This design comes from an exercise in tuning for small area, a short achievable clock period and few clock cycles per item on the open sky130 flow, not from production work. The RTL was checked by simulation tests, not by an equivalence proof against the original design. Power figures rest on the tool's default switching activity, not on a simulated workload.

==> pepper: inputs <==
// esckm_top
module esckm_top (
    input  wire logic        aclk,
    input  wire logic        aresetn,
    input  wire logic        s_valid,
    output logic             s_ready,
    input  wire logic        s_cmd,
    input  wire logic [6:0]  s_entry_index,
    input  wire logic [7:0]  s_pattern_byte0,
    input  wire logic [7:0]  s_pattern_byte1,
    input  wire logic [7:0]  s_pattern_byte2,
    input  wire logic [7:0]  s_pattern_byte3,
    input  wire logic [7:0]  s_pattern_byte4,
    input  wire logic [2:0]  s_pattern_length,
    input  wire logic [1:0]  s_keycode_count,
    input  wire logic [7:0]  s_first_keycode,
    input  wire logic [7:0]  s_second_keycode,
    input  wire logic [7:0]  s_key_byte,
    output logic             m_valid,
    input  wire logic        m_ready,
    output logic             m_result_kind,
    output logic [7:0]       m_keycode,
    output logic             m_last_of_run,
    input  wire logic        psel,
    input  wire logic        penable,
    input  wire logic        pwrite,
    input  wire logic [2:0]  paddr,
    input  wire logic [31:0] pwdata,
    output logic      [31:0] prdata,
    output logic             pready
);
Settings: LEC_CHECK=0, CAP_MARGIN=20, CORE_MARGIN=2, CORE_UTILIZATION=30, PLACE_DENSITY=0.36, SETUP_SLACK_MARGIN=2.6, SLEW_MARGIN=20; clock period 5.5 ns.
standard.sh (not shown) runs the stock make flow with config.mk's settings and CLKGATE_MAP_FILE= SYNTH_SCRIPT=/design/flow/synth_recipe.tcl, a recipe that flattens the netlist after the stock synthesis.
==> flow/flow/run.sh <==
#!/bin/bash
# Standard layout (the standard.sh, ORFS synth .. finish) with one change:
# the port buffers that global placement inserts are buf_4 cells instead of
# the cell buffer_ports picks by default (a delay buffer), so the output
# ports are driven by a regular buffer. Every port is still buffered.
set -euo pipefail
bash standard.sh finish "BUFFER_PORTS_ARGS=-buffer_cell sky130_fd_sc_hd__buf_4" > flow_make.log 2>&1
==> inputs of xenon, as changes to pepper <==
--- a/flow/design.v
+++ b/flow/design.v
@@ -279,47 +279,46 @@
     end
     logic       kv;
     logic [4:0] pos_oh;      
     logic [4:0] pos_ahead;   
     logic [N-1:0] cand;
     logic [N-1:0] m0, ma;    
-    logic [N-1:0] mac;       
-    logic         hz, cz;    
-    logic [N-1:0] in_use, m0_next, ma_next, mac_next, m0c_next;
+    logic [N-1:0] in_use, m0_next, ma_next;
     always_comb begin
         for (int j = 0; j < N; j++) begin
             logic [7:0] b;
-            logic       gt, eq;
+            logic       gt;
             in_use[j] = eiu_all || eiu_grp_gt[j / 8] || (eiu_grp_eq[j / 8] && eiu_ent_gt[j % 8]);
             b  = 8'd0;
             gt = 1'b0;
-            eq = 1'b0;
             for (int p = 1; p < 5; p++) begin
                 b  = b | ({8{pos_ahead[p]}} & t_pat[j][8*p +: 8]);
                 gt = gt | (pos_ahead[p] && len_gt[j][p]);
-                eq = eq | (pos_ahead[p] && len_eq[j][p]);
             end
-            m0_next[j]  = in_use[j] && len_gt[j][0] && (t_pat[j][7:0] == s_item.key_byte);
-            m0c_next[j] = m0_next[j] && len_eq[j][0];
-            ma_next[j]  = in_use[j] && gt && (b == s_item.key_byte);
-            mac_next[j] = ma_next[j] && eq;
+            m0_next[j] = in_use[j] && len_gt[j][0] && (t_pat[j][7:0] == s_item.key_byte);
+            ma_next[j] = in_use[j] && gt && (b == s_item.key_byte);
         end
     end
     logic [N-1:0] hit_c, comp_z, comp_c, hit, comp, cand_next;
     logic         any_hit_z, any_hit_c, any_comp_z, any_comp_c;
     logic         any_hit, any_comp, go_on;
     logic [4:0]   pos_new;
     always_comb begin
         for (int j = 0; j < N; j++) begin
+            logic leq;
+            leq = 1'b0;
+            for (int p = 1; p < 5; p++) begin
+                leq = leq | (pos_oh[p] && len_eq[j][p]);
+            end
             hit_c[j]  = cand[j] && ma[j];
-            comp_c[j] = cand[j] && mac[j];
+            comp_c[j] = hit_c[j] && leq;
             comp_z[j] = m0[j] && len_eq[j][0];
         end
-        any_hit_z  = hz;
+        any_hit_z  = |m0;
         any_hit_c  = |hit_c;
-        any_comp_z = cz;
+        any_comp_z = |comp_z;
         any_comp_c = |comp_c;
         any_hit    = pos_oh[0] ? any_hit_z : any_hit_c;
         any_comp   = pos_oh[0] ? any_comp_z : any_comp_c;
         go_on      = any_hit && !any_comp;
         hit        = pos_oh[0] ? m0 : hit_c;
         comp       = pos_oh[0] ? comp_z : comp_c;
@@ -339,17 +338,14 @@
             pos_ahead <= 5'b00001;
         end else begin
             kv        <= acc_key;
             pos_oh    <= pos_new;
             pos_ahead <= acc_key ? {pos_new[3:0], 1'b0} : pos_new;
         end
-        m0  <= m0_next;
-        ma  <= ma_next;
-        mac <= mac_next;
-        hz  <= |m0_next;
-        cz  <= |m0c_next;
+        m0 <= m0_next;
+        ma <= ma_next;
         if (kv) cand <= cand_next;
     end
     logic [N-1:0] comp_first;
     logic [7:0]   comp_grp;
     always_comb begin
         for (int g = 0; g < 8; g++) begin
@@ -386,35 +382,23 @@
             d = 20'd0;
             for (int i = 0; i < 8; i++) begin
                 d = d | ({20{r_comp[8*g+i]}} & {t_code[8*g+i], t_key1[8*g+i], t_key0[8*g+i]});
             end
             sel_data = sel_data | ({20{grp_first[g]}} & d);
         end
+        sel_k0  = sel_data[7:0];
+        sel_k1  = sel_data[15:8];
+        sel_cnt = (sel_data[17:16] == 2'd3) ? sel_data[19:18] : sel_data[17:16];
     end
-    logic         sv;
-    logic         s_err;
-    logic [19:0]  s_data;
-    always_ff @(posedge aclk) begin
-        if (!aresetn) begin
-            sv <= 1'b0;
-        end else begin
-            sv <= rv;
-        end
-        s_err  <= r_err;
-        s_data <= sel_data;
-    end
-    assign sel_k0  = s_data[7:0];
-    assign sel_k1  = s_data[15:8];
-    assign sel_cnt = (s_data[17:16] == 2'd3) ? s_data[19:18] : s_data[17:16];
     logic [1:0]           push_cnt;
     esckm_pkg::out_item_t item0, item1;
     always_comb begin
         item1.result_kind = esckm_pkg::KIND_KEY;
         item1.keycode     = sel_k1;
         item1.last_of_run = 1'b1;
-        if (s_err) begin
+        if (r_err) begin
             item0.result_kind = esckm_pkg::KIND_ERR;
             item0.keycode     = 8'd0;
             item0.last_of_run = 1'b1;
             push_cnt          = 2'd1;
         end else begin
             item0.result_kind = esckm_pkg::KIND_KEY;
@@ -426,30 +410,31 @@
     logic [QD-1:0] q_occ_left;
     esckm_out_queue #(
         .DEPTH (QD)
     ) u_out_queue (
         .aclk       (aclk),
         .aresetn    (aresetn),
-        .push       (sv),
+        .push       (rv),
         .push_cnt   (push_cnt),
         .item0      (item0),
         .item1      (item1),
         .occ_left   (q_occ_left),
         .m_valid    (m_valid),
         .m_ready    (m_ready),
         .m_item     (m_item)
     );
-    logic [3:0] need;
+    logic [1:0] in_flight;
     logic       room;
     always_comb begin
-        need = 4'd2 + (acc_key ? 4'd2 : 4'd0) + (kv ? 4'd2 : 4'd0) + (rv ? 4'd2 : 4'd0)
-                    + (sv ? 4'(push_cnt) : 4'd0);
-        room = 1'b0;
-        for (int n = 2; n <= QD; n++) begin
-            if (need == 4'(n)) room = !q_occ_left[QD - n];
-        end
+        in_flight = 2'(acc_key) + 2'(kv) + 2'(rv);
+        case (in_flight)
+            2'd0:    room = !q_occ_left[QD-2];
+            2'd1:    room = !q_occ_left[QD-4];
+            2'd2:    room = !q_occ_left[QD-6];
+            default: room = !q_occ_left[QD-8];
+        endcase
     end
     always_ff @(posedge aclk) begin
         if (!aresetn) begin
             ready_reg <= 1'b1;
         end else begin
             ready_reg <= !acc_load && room;
==> flow/run.sh (new file) <==
#!/bin/bash
# synth_recipe.tcl (not shown) runs the flow's synth.tcl, then flattens the netlist and writes it again
# the make line also repeats each setting of config.mk as NAME=value (left out here)
make -C /OpenROAD-flow-scripts/flow DESIGN_CONFIG=/design/flow/config.mk WORK_HOME=/design/flow/orfs CLKGATE_MAP_FILE= SYNTH_SCRIPT=/design/flow/synth_recipe.tcl finish
--- a/flow/config.mk
+++ b/flow/config.mk
@@ -6,8 +6,9 @@
 export NUM_CORES = 4
 export LEC_CHECK = 0
 export CAP_MARGIN = 20
 export CORE_MARGIN = 2
 export CORE_UTILIZATION = 30
 export PLACE_DENSITY = 0.36
-export SETUP_SLACK_MARGIN = 2.6
+export SETUP_SLACK_MARGIN = 2.5
 export SLEW_MARGIN = 20
+export TNS_END_PERCENT = 20
removed: flow/flow/run.sh
removed: flow/standard.sh
==> inputs of garnet, as changes to pepper <==
--- a/flow/design.v
+++ b/flow/design.v
@@ -181,14 +181,14 @@
         .prdata         (prdata),
         .pready         (pready),
         .entries_in_use (entries_in_use)
     );
     logic ready_reg;
     logic in_acc, acc_key, acc_load;
-    assign s_ready  = ready_reg;
-    assign in_acc   = s_valid && ready_reg;
+    assign s_ready  = ready_reg && ((s_item.cmd == esckm_pkg::CMD_KEY) || !kv);
+    assign in_acc   = s_valid && s_ready;
     assign acc_key  = in_acc && (s_item.cmd == esckm_pkg::CMD_KEY);
     assign acc_load = in_acc && (s_item.cmd == esckm_pkg::CMD_LOAD) && !s_item.entry_index[6];
     logic [7:0]        ld_grp, ld_ent;
     esckm_pkg::entry_t ld_entry;
     logic [2:0]        ld_len;
     logic [1:0]        ld_cnt;
@@ -202,26 +202,24 @@
             ld_code = 4'b1111;
         end else if (ld_len == 3'd5) begin
             ld_code = {ld_cnt, 2'b11};
         end else begin
             ld_code = {2'(ld_len - 3'd1), ld_cnt};
         end
-    end
-    always_ff @(posedge aclk) begin
         for (int g = 0; g < 8; g++) begin
-            ld_grp[g] <= acc_load && (s_item.entry_index[5:3] == 3'(g));
-            ld_ent[g] <= (s_item.entry_index[2:0] == 3'(g));
+            ld_grp[g] = acc_load && (s_item.entry_index[5:3] == 3'(g));
+            ld_ent[g] = (s_item.entry_index[2:0] == 3'(g));
         end
-        ld_entry.pattern[0] <= s_item.pattern_byte0;
-        ld_entry.pattern[1] <= s_item.pattern_byte1;
-        ld_entry.pattern[2] <= s_item.pattern_byte2;
-        ld_entry.pattern[3] <= s_item.pattern_byte3;
-        ld_entry.pattern[4] <= s_item.pattern_byte4;
-        ld_entry.code   <= ld_code;
-        ld_entry.key0   <= s_item.first_keycode;
-        ld_entry.key1   <= s_item.second_keycode;
+        ld_entry.pattern[0] = s_item.pattern_byte0;
+        ld_entry.pattern[1] = s_item.pattern_byte1;
+        ld_entry.pattern[2] = s_item.pattern_byte2;
+        ld_entry.pattern[3] = s_item.pattern_byte3;
+        ld_entry.pattern[4] = s_item.pattern_byte4;
+        ld_entry.code       = ld_code;
+        ld_entry.key0       = s_item.first_keycode;
+        ld_entry.key1       = s_item.second_keycode;
     end
     logic [N-1:0][39:0] t_pat;
     logic [N-1:0][3:0]  t_code;
     logic [N-1:0][7:0]  t_key0;
     logic [N-1:0][7:0]  t_key1;
     esckm_table #(
@@ -279,47 +277,46 @@
     end
     logic       kv;
     logic [4:0] pos_oh;      
     logic [4:0] pos_ahead;   
     logic [N-1:0] cand;
     logic [N-1:0] m0, ma;    
-    logic [N-1:0] mac;       
-    logic         hz, cz;    
-    logic [N-1:0] in_use, m0_next, ma_next, mac_next, m0c_next;
+    logic [N-1:0] in_use, m0_next, ma_next;
     always_comb begin
         for (int j = 0; j < N; j++) begin
             logic [7:0] b;
-            logic       gt, eq;
+            logic       gt;
             in_use[j] = eiu_all || eiu_grp_gt[j / 8] || (eiu_grp_eq[j / 8] && eiu_ent_gt[j % 8]);
             b  = 8'd0;
             gt = 1'b0;
-            eq = 1'b0;
             for (int p = 1; p < 5; p++) begin
                 b  = b | ({8{pos_ahead[p]}} & t_pat[j][8*p +: 8]);
                 gt = gt | (pos_ahead[p] && len_gt[j][p]);
-                eq = eq | (pos_ahead[p] && len_eq[j][p]);
             end
-            m0_next[j]  = in_use[j] && len_gt[j][0] && (t_pat[j][7:0] == s_item.key_byte);
-            m0c_next[j] = m0_next[j] && len_eq[j][0];
-            ma_next[j]  = in_use[j] && gt && (b == s_item.key_byte);
-            mac_next[j] = ma_next[j] && eq;
+            m0_next[j] = in_use[j] && len_gt[j][0] && (t_pat[j][7:0] == s_item.key_byte);
+            ma_next[j] = in_use[j] && gt && (b == s_item.key_byte);
         end
     end
     logic [N-1:0] hit_c, comp_z, comp_c, hit, comp, cand_next;
     logic         any_hit_z, any_hit_c, any_comp_z, any_comp_c;
     logic         any_hit, any_comp, go_on;
     logic [4:0]   pos_new;
     always_comb begin
         for (int j = 0; j < N; j++) begin
+            logic leq;
+            leq = 1'b0;
+            for (int p = 1; p < 5; p++) begin
+                leq = leq | (pos_oh[p] && len_eq[j][p]);
+            end
             hit_c[j]  = cand[j] && ma[j];
-            comp_c[j] = cand[j] && mac[j];
+            comp_c[j] = hit_c[j] && leq;
             comp_z[j] = m0[j] && len_eq[j][0];
         end
-        any_hit_z  = hz;
+        any_hit_z  = |m0;
         any_hit_c  = |hit_c;
-        any_comp_z = cz;
+        any_comp_z = |comp_z;
         any_comp_c = |comp_c;
         any_hit    = pos_oh[0] ? any_hit_z : any_hit_c;
         any_comp   = pos_oh[0] ? any_comp_z : any_comp_c;
         go_on      = any_hit && !any_comp;
         hit        = pos_oh[0] ? m0 : hit_c;
         comp       = pos_oh[0] ? comp_z : comp_c;
@@ -339,17 +336,14 @@
             pos_ahead <= 5'b00001;
         end else begin
             kv        <= acc_key;
             pos_oh    <= pos_new;
             pos_ahead <= acc_key ? {pos_new[3:0], 1'b0} : pos_new;
         end
-        m0  <= m0_next;
-        ma  <= ma_next;
-        mac <= mac_next;
-        hz  <= |m0_next;
-        cz  <= |m0c_next;
+        m0 <= m0_next;
+        ma <= ma_next;
         if (kv) cand <= cand_next;
     end
     logic [N-1:0] comp_first;
     logic [7:0]   comp_grp;
     always_comb begin
         for (int g = 0; g < 8; g++) begin
@@ -386,35 +380,23 @@
             d = 20'd0;
             for (int i = 0; i < 8; i++) begin
                 d = d | ({20{r_comp[8*g+i]}} & {t_code[8*g+i], t_key1[8*g+i], t_key0[8*g+i]});
             end
             sel_data = sel_data | ({20{grp_first[g]}} & d);
         end
+        sel_k0  = sel_data[7:0];
+        sel_k1  = sel_data[15:8];
+        sel_cnt = (sel_data[17:16] == 2'd3) ? sel_data[19:18] : sel_data[17:16];
     end
-    logic         sv;
-    logic         s_err;
-    logic [19:0]  s_data;
-    always_ff @(posedge aclk) begin
-        if (!aresetn) begin
-            sv <= 1'b0;
-        end else begin
-            sv <= rv;
-        end
-        s_err  <= r_err;
-        s_data <= sel_data;
-    end
-    assign sel_k0  = s_data[7:0];
-    assign sel_k1  = s_data[15:8];
-    assign sel_cnt = (s_data[17:16] == 2'd3) ? s_data[19:18] : s_data[17:16];
     logic [1:0]           push_cnt;
     esckm_pkg::out_item_t item0, item1;
     always_comb begin
         item1.result_kind = esckm_pkg::KIND_KEY;
         item1.keycode     = sel_k1;
         item1.last_of_run = 1'b1;
-        if (s_err) begin
+        if (r_err) begin
             item0.result_kind = esckm_pkg::KIND_ERR;
             item0.keycode     = 8'd0;
             item0.last_of_run = 1'b1;
             push_cnt          = 2'd1;
         end else begin
             item0.result_kind = esckm_pkg::KIND_KEY;
@@ -426,36 +408,37 @@
     logic [QD-1:0] q_occ_left;
     esckm_out_queue #(
         .DEPTH (QD)
     ) u_out_queue (
         .aclk       (aclk),
         .aresetn    (aresetn),
-        .push       (sv),
+        .push       (rv),
         .push_cnt   (push_cnt),
         .item0      (item0),
         .item1      (item1),
         .occ_left   (q_occ_left),
         .m_valid    (m_valid),
         .m_ready    (m_ready),
         .m_item     (m_item)
     );
-    logic [3:0] need;
+    logic [1:0] in_flight;
     logic       room;
     always_comb begin
-        need = 4'd2 + (acc_key ? 4'd2 : 4'd0) + (kv ? 4'd2 : 4'd0) + (rv ? 4'd2 : 4'd0)
-                    + (sv ? 4'(push_cnt) : 4'd0);
-        room = 1'b0;
-        for (int n = 2; n <= QD; n++) begin
-            if (need == 4'(n)) room = !q_occ_left[QD - n];
-        end
+        in_flight = 2'(acc_key) + 2'(kv) + 2'(rv);
+        case (in_flight)
+            2'd0:    room = !q_occ_left[QD-2];
+            2'd1:    room = !q_occ_left[QD-4];
+            2'd2:    room = !q_occ_left[QD-6];
+            default: room = !q_occ_left[QD-8];
+        endcase
     end
     always_ff @(posedge aclk) begin
         if (!aresetn) begin
             ready_reg <= 1'b1;
         end else begin
-            ready_reg <= !acc_load && room;
+            ready_reg <= room;
         end
     end
 endmodule
 `default_nettype wire
 `default_nettype none
 module esckm_top (
--- a/flow/config.mk
+++ b/flow/config.mk
@@ -6,8 +6,8 @@
 export NUM_CORES = 4
 export LEC_CHECK = 0
 export CAP_MARGIN = 20
 export CORE_MARGIN = 2
 export CORE_UTILIZATION = 30
 export PLACE_DENSITY = 0.36
-export SETUP_SLACK_MARGIN = 2.6
+export SETUP_SLACK_MARGIN = 2.5
 export SLEW_MARGIN = 20
==> summary of the runs <==
- pepper completed with no timing, DRC or antenna violations. xenon ran to the end with violations: antenna violations. garnet finished with timing, DRC and antenna clean.
- In xenon the clock power is lower than in pepper, by about 3%.
- Against garnet, the via count of xenon is smaller by 1.2%.
- Maximum frequency, highest first: pepper, xenon, garnet.
- The highest final cell count belongs to pepper, the lowest to garnet.
- Non-clock buffer count, highest first: pepper, garnet, xenon.
- Clock skew: xenon < garnet < pepper.
- Sequential power: xenon is smaller than pepper (about 2%).
==> figures <==
item                                                          xenon      garnet      pepper
Effective utilization at floorplan                            30.1%       30.2%       30.1%
Average footprint of a synthesized cell                    15.8 um2    15.7 um2    15.6 um2
Cts bufs inserted                                               526         482         531
Synth Area in Simple Gates                                    5.73%       5.70%       5.38%
Fin crit period                                             3.30 ns     3.39 ns     3.25 ns
Routed length on met3                                       33.0 mm     41.8 mm     48.9 mm
Met2 wirelength from detailed routing                        333 mm      337 mm      353 mm
1st-iter DRT viols                                           11,251      12,621      13,461
Run status                               complete, but fails checks  timing/DRC/antenna clean  timing/DRC/antenna clean
Layout check failures                            antenna violations           -           -
Vertical die dimension                                       761 um      758 um      768 um
Required time worst endpoint                                6.49 ns     6.42 ns     6.52 ns
Cell Int Power                                              55.9 mW     55.1 mW     57.1 mW
Sequential share of cell area                                 61.8%       60.9%       59.9%
Count of cell types in the netlist                               79          79          91
Reg-to-reg setup timing slack                               2.20 ns     2.11 ns     2.25 ns
Dpl ws                                                     0.989 ns     1.07 ns     1.05 ns
Testbench counts of pepper, summed over its fixed seeds: cycles 1,970, keys 1,935.
Testbench counts of xenon, summed over its fixed seeds: cycles 1,959, keys 1,935.
Testbench counts of garnet, summed over its fixed seeds: cycles 1,959, keys 1,935.

## port drivers added, routing unchanged
The results above use ideal ports. As a check the final layouts listed here were re-extracted and re-timed, cells and wires unchanged. Step 1 (the two cells are an assumption about what drives the block):
set clk [get_ports {aclk}]
set_driving_cell -lib_cell sky130_fd_sc_hd__clkbuf_16 $clk
set_driving_cell -lib_cell sky130_fd_sc_hd__buf_2 [delete_from_list [all_inputs] $clk]
Step 2 adds t to the input delays and takes it off the output delays; t is the mean of the earliest and latest rising clock arrival at the registers after step 1. Input paths then give back, and output paths get back, about the clock's delay inside the block. a / b / c = ideal / step 1 / step 2; a / b = the first two.
| run | t (ns) | setup WS [ns] | hold WS [ns] | worst setup path at the end |
|---|---|---|---|---|
| pepper | 1.201 | 2.250 / 2.250 / 1.273 | 0.110 / 0.010 / 0.419 | input to register |
| xenon | 1.205 | 2.200 / 2.201 / 1.296 | 0.440 / 0.332 / 0.504 | input to register |
| garnet | 1.158 | 2.115 / 2.115 / 1.756 | 0.264 / 0.172 / 0.495 | input to register |
The setup slack of pepper, which loses most, moves by 0.000 ns with the drivers and by -0.977 ns with both steps.
